What follows belongs to an exercise in optimizing a design on an open flow for small area; a production flow would make more cautious choices. In this exercise RTL edits were held to simulation tests only and were not proved equivalent to the original. No activity file was given, so power comes from the tool's default toggle rates.

==> flow/design.v <==
package NetworkPkg;
  localparam int NODE_ID_W = 8;    
  localparam int HOPS_W    = 8;
  localparam int BRT_W     = 4;
  localparam int ADDR_W    = 64;
  localparam int PKT_W     = 2 * NODE_ID_W + HOPS_W + BRT_W + ADDR_W;
  localparam int PAY_W     = BRT_W + ADDR_W;    
  typedef struct packed {
    logic [NODE_ID_W-1:0] dest;
    logic [NODE_ID_W-1:0] src;
    logic [HOPS_W-1:0]    hops;
    logic [BRT_W-1:0]     brt;
    logic [ADDR_W-1:0]    addr;
  } pkt_t;
endpackage
module ring_inj_fifo
#(
  parameter int DEPTH = 4,
  parameter int W     = 71
) (
  input  logic             clk,
  input  logic             rst,
  input  logic             push_i,
  input  logic [W-1:0]     din_i,
  input  logic             pop_i,
  output logic [DEPTH-1:0] last_o,
  output logic [DEPTH*W-1:0] mem_o,
  output logic             full_o,
  output logic             empty_o
);
  localparam int PTR_W = $clog2(DEPTH);
  localparam int CNT_W = $clog2(DEPTH + 1);
  logic [W-1:0]     mem_q [DEPTH];
  logic [PTR_W-1:0] wr_ptr_q;
  logic [PTR_W-1:0] rd_ptr_q;
  logic [CNT_W-1:0] count_q;
  logic [DEPTH-1:0] last_q;
  logic             do_push;
  logic             do_pop;
  assign full_o  = (count_q == CNT_W'(DEPTH));
  assign empty_o = (count_q == '0);
  assign do_push = push_i && !full_o;
  assign do_pop  = pop_i && !empty_o;
  assign last_o  = last_q;
  for (genvar k = 0; k < DEPTH; k++) begin : g_mem
    assign mem_o[k*W +: W] = mem_q[k];
  end
  always_ff @(posedge clk or posedge rst) begin
    if (rst) begin
      wr_ptr_q <= '0;
      rd_ptr_q <= '0;
      count_q  <= '0;
      last_q   <= '0;
    end else begin
      if (do_push) wr_ptr_q <= wr_ptr_q + PTR_W'(1);
      if (do_pop)  rd_ptr_q <= rd_ptr_q + PTR_W'(1);
      if (do_push && !do_pop) count_q <= count_q + CNT_W'(1);
      else if (!do_push && do_pop) count_q <= count_q - CNT_W'(1);
      for (int k = 0; k < DEPTH; k++)
        last_q[k] <= do_pop && (rd_ptr_q == PTR_W'(k));
    end
  end
  always_ff @(posedge clk) begin
    if (do_push) mem_q[wr_ptr_q] <= din_i;
  end
endmodule
module ring_noc
#(
  parameter int NUM_NODES = 8,
  parameter int INJ_DEPTH = 4,
  parameter int IF_W = $clog2(NUM_NODES * (INJ_DEPTH + 1) + 1)
) (
  input  logic                       clk,
  input  logic                       rst,
  input  logic [NUM_NODES*NetworkPkg::PKT_W-1:0] pkt_in,
  input  logic [NUM_NODES-1:0]       pkt_in_valid,
  output logic [NUM_NODES-1:0]       pkt_in_ready,
  output logic [NUM_NODES*NetworkPkg::PKT_W-1:0] pkt_out,
  output logic [NUM_NODES-1:0]       pkt_out_valid,
  output logic                       dest_err,
  output logic [IF_W-1:0]            in_flight,
  output logic [NUM_NODES*32-1:0]    delivered_cnt
);
  localparam int ID_W  = $clog2(NUM_NODES);
  localparam int PAY_W = NetworkPkg::PAY_W;
  localparam int FW    = ID_W + PAY_W;         
  logic [NUM_NODES*FW-1:0]    link_dp;    
  logic [NUM_NODES*ID_W-1:0]  link_src;
  logic [NUM_NODES-1:0]       link_vld;
  logic [NUM_NODES-1:0] acc_vec;
  logic [NUM_NODES-1:0] bad_vec;
  logic [NUM_NODES-1:0] ej_vec;
  logic [IF_W-1:0]      acc_cnt;
  logic [IF_W-1:0]      ej_cnt;
  logic [IF_W-1:0]      in_flight_q;
  logic [IF_W-1:0]      in_flight_d;
  logic                 dest_err_q;
  for (genvar gi = 0; gi < NUM_NODES; gi++) begin : g_node
    localparam int PREV = (gi + NUM_NODES - 1) % NUM_NODES;
    logic legal;
    logic accept;
    logic fifo_full;
    logic fifo_empty;
    logic eject;
    logic fwd;
    logic pop;
    NetworkPkg::pkt_t in_req;
    logic [INJ_DEPTH-1:0] last;
    logic [INJ_DEPTH*FW-1:0] mem;
    logic [FW-1:0]    in_dp;
    logic [ID_W-1:0]  in_src;
    logic             fwd_q;      
    logic             out_vld_q;  
    logic [FW-1:0]    rx_dp_q;
    logic [ID_W-1:0]  rx_src_q;
    logic [ID_W-1:0]  out_hops;
    logic [FW-1:0]    sel_dp;
    assign in_dp   = link_dp[PREV*FW +: FW];
    assign in_src  = link_src[PREV*ID_W +: ID_W];
    assign in_req  = pkt_in[gi*NetworkPkg::PKT_W +: NetworkPkg::PKT_W];
    assign legal   = (in_req.dest[NetworkPkg::NODE_ID_W-1:ID_W] == '0);
    assign accept  = pkt_in_valid[gi] && !fifo_full;
    ring_inj_fifo #(.DEPTH(INJ_DEPTH), .W(FW)) u_fifo (
      .clk    (clk),
      .rst    (rst),
      .push_i (accept && legal),
      .din_i  ({in_req.dest[ID_W-1:0], in_req.brt, in_req.addr}),
      .pop_i  (pop),
      .last_o (last),
      .mem_o  (mem),
      .full_o (fifo_full),
      .empty_o(fifo_empty)
    );
    assign eject = link_vld[PREV] && (in_dp[FW-1 -: ID_W] == ID_W'(gi));
    assign fwd   = link_vld[PREV] && !eject;
    assign pop   = !fwd && !fifo_empty;
    always_ff @(posedge clk or posedge rst) begin
      if (rst) begin
        fwd_q     <= 1'b0;
        out_vld_q <= 1'b0;
      end else begin
        fwd_q     <= fwd;
        out_vld_q <= eject;
      end
    end
    always_ff @(posedge clk) begin
      rx_dp_q  <= in_dp;
      rx_src_q <= in_src;
    end
    always_comb begin
      sel_dp = fwd_q ? rx_dp_q : '0;
      for (int k = 0; k < INJ_DEPTH; k++)
        sel_dp = sel_dp | (last[k] ? mem[k*FW +: FW] : '0);
    end
    assign link_dp[gi*FW +: FW]     = sel_dp;
    assign link_src[gi*ID_W +: ID_W] = fwd_q ? rx_src_q : ID_W'(gi);
    assign link_vld[gi]             = fwd_q || (|last);
    assign out_hops = ID_W'(gi) - rx_src_q - ID_W'(1);
    assign pkt_out[gi*NetworkPkg::PKT_W +: NetworkPkg::PKT_W] =
      {NetworkPkg::NODE_ID_W'(gi), NetworkPkg::NODE_ID_W'(rx_src_q),
       NetworkPkg::HOPS_W'(out_hops) + NetworkPkg::HOPS_W'(1),
       rx_dp_q[PAY_W-1:0]};
    assign pkt_out_valid[gi] = out_vld_q;
    assign pkt_in_ready[gi]  = !fifo_full;
    assign acc_vec[gi]       = accept && legal;
    assign bad_vec[gi]       = accept && !legal;
    assign ej_vec[gi]        = eject;
    logic [31:0] dcnt_q;
    logic [31:0] dcnt_t;    
    assign dcnt_t[0] = eject;
    for (genvar b = 1; b < 32; b++) begin : g_carry
      assign dcnt_t[b] = dcnt_t[b-1] && dcnt_q[b-1];
    end
    always_ff @(posedge clk or posedge rst) begin
      if (rst)        dcnt_q <= '0;
      else            dcnt_q <= dcnt_q ^ dcnt_t;
    end
    assign delivered_cnt[gi*32 +: 32] = dcnt_q;
  end
  always_comb begin
    acc_cnt = '0;
    ej_cnt  = '0;
    for (int k = 0; k < NUM_NODES; k++) begin
      acc_cnt = acc_cnt + IF_W'(acc_vec[k]);
      ej_cnt  = ej_cnt + IF_W'(ej_vec[k]);
    end
    in_flight_d = in_flight_q + acc_cnt - ej_cnt;
  end
  always_ff @(posedge clk or posedge rst) begin
    if (rst) begin
      in_flight_q <= '0;
      dest_err_q  <= 1'b0;
    end else begin
      in_flight_q <= in_flight_d;
      dest_err_q  <= dest_err_q | (|bad_vec);
    end
  end
  assign in_flight = in_flight_q;
  assign dest_err  = dest_err_q;
endmodule
export LEC_CHECK = 0
export CAP_MARGIN = 20
export CORE_MARGIN = 2
export CORE_UTILIZATION = 40
export SLEW_MARGIN = 20
create_clock -name core_clock -period 7.0 [get_ports {clk}]
standard.sh (not shown) runs the stock make flow with config.mk's settings and CLKGATE_MAP_FILE= SYNTH_SCRIPT=/design/flow/synth_recipe.tcl, a recipe that flattens the netlist after the stock synthesis.
==> flow/flow/run.sh <==
#!/bin/bash
# The standard layout (standard.sh, unchanged synthesis and steps) with
# two layout choices changed:
#  - port buffers are sky130_fd_sc_hd__buf_1 instead of clkdlybuf4s50_1
#    (every input and output port still gets its own buffer);
#  - clock tree: clkbuf_16 only, sink clusters of up to 30 flops within
#    80 um, and no dummy loads.
# ORFS writes each step's full log under orfs/logs/; make's own output goes
# to standard.log.
set -o pipefail
export BUFFER_PORTS_ARGS="-buffer_cell sky130_fd_sc_hd__buf_1"
export CTS_ARGS="-sink_clustering_enable -repair_clock_nets -dont_use_dummy_load -buf_list sky130_fd_sc_hd__clkbuf_16 -sink_clustering_size 30 -sink_clustering_max_diameter 80"
bash standard.sh > standard.log 2>&1
==> next run, changes <==
--- a/flow/design.v
+++ b/flow/design.v
@@ -33,5 +33,5 @@
   logic [W-1:0]     mem_q [DEPTH];
   logic [PTR_W-1:0] wr_ptr_q;
-  logic [PTR_W-1:0] rd_ptr_q;
+  logic [PTR_W-1:0] rd_ptr;
   logic [CNT_W-1:0] count_q;
   logic [DEPTH-1:0] last_q;
@@ -46,17 +46,17 @@
     assign mem_o[k*W +: W] = mem_q[k];
   end
+  assign rd_ptr = wr_ptr_q - PTR_W'(count_q);
+  always_ff @(posedge clk) begin
+    if (do_push) wr_ptr_q <= wr_ptr_q + PTR_W'(1);
+  end
   always_ff @(posedge clk or posedge rst) begin
     if (rst) begin
-      wr_ptr_q <= '0;
-      rd_ptr_q <= '0;
       count_q  <= '0;
       last_q   <= '0;
     end else begin
-      if (do_push) wr_ptr_q <= wr_ptr_q + PTR_W'(1);
-      if (do_pop)  rd_ptr_q <= rd_ptr_q + PTR_W'(1);
       if (do_push && !do_pop) count_q <= count_q + CNT_W'(1);
       else if (!do_push && do_pop) count_q <= count_q - CNT_W'(1);
       for (int k = 0; k < DEPTH; k++)
-        last_q[k] <= do_pop && (rd_ptr_q == PTR_W'(k));
+        last_q[k] <= do_pop && (rd_ptr == PTR_W'(k));
     end
   end
@@ -168,7 +168,12 @@
     logic [31:0] dcnt_q;
     logic [31:0] dcnt_t;    
-    assign dcnt_t[0] = eject;
-    for (genvar b = 1; b < 32; b++) begin : g_carry
-      assign dcnt_t[b] = dcnt_t[b-1] && dcnt_q[b-1];
+    logic [8:0]  dcnt_c;    
+    assign dcnt_c[0] = eject;
+    for (genvar j = 0; j < 8; j++) begin : g_blk
+      assign dcnt_c[j+1]  = dcnt_c[j] && (&dcnt_q[4*j +: 4]);
+      assign dcnt_t[4*j] = dcnt_c[j];
+      for (genvar b = 1; b < 4; b++) begin : g_bit
+        assign dcnt_t[4*j+b] = dcnt_t[4*j+b-1] && dcnt_q[4*j+b-1];
+      end
     end
     always_ff @(posedge clk or posedge rst) begin
Outcome:
- via count is lower slightly
- combinational power is lower by roughly a tenth
- setup slack improved by 1100 ps
- clock skew is lower by 18 ps
- cell count is lower slightly
- design area is lower slightly
- total power is lower by a few percent
- synthesized cell count is about the same
- wire length is higher slightly
- hold slack improved by 17 ps
- global-route usage is higher by 0.65 points
- synthesized area is lower slightly
- register-to-register slack improved by 1100 ps
- die area is lower slightly

port drivers added, routing unchanged:
The results above use ideal ports. As a check the final layouts listed here were re-extracted and re-timed, cells and wires unchanged.
Step 1 sets driving cells, clkbuf_16 on the clock port and buf_2 on the other inputs (assumed; they add their load-dependent delay and slew).
Step 2 moves the port delays by t, midway between the first and last clock arrival at a register: inputs arrive t later, outputs are due t later. That takes back most of the time a late clock gives input paths.
Slacks: no drivers / after step 1 / after step 2; pairs: no drivers / after step 1.
| run | t (ns) | setup slack, ns | worst setup path after step 2 | clock arrival spread, ns | worst slew at a driven data input, ns |
|---|---|---|---|---|---|
| the first run | 0.949 | 0.141 / 0.141 / 0.141 | register to register | 0.155 / 0.155 | 0.42 |
| the second run | 0.926 | 1.193 / 1.193 / 0.520 | input to register | 0.134 / 0.134 | 0.33 |
After both steps every run listed still meets setup and hold. The setup slack of the second run, which loses most, moves by 0.000 ns with the drivers and by -0.673 ns with both steps.
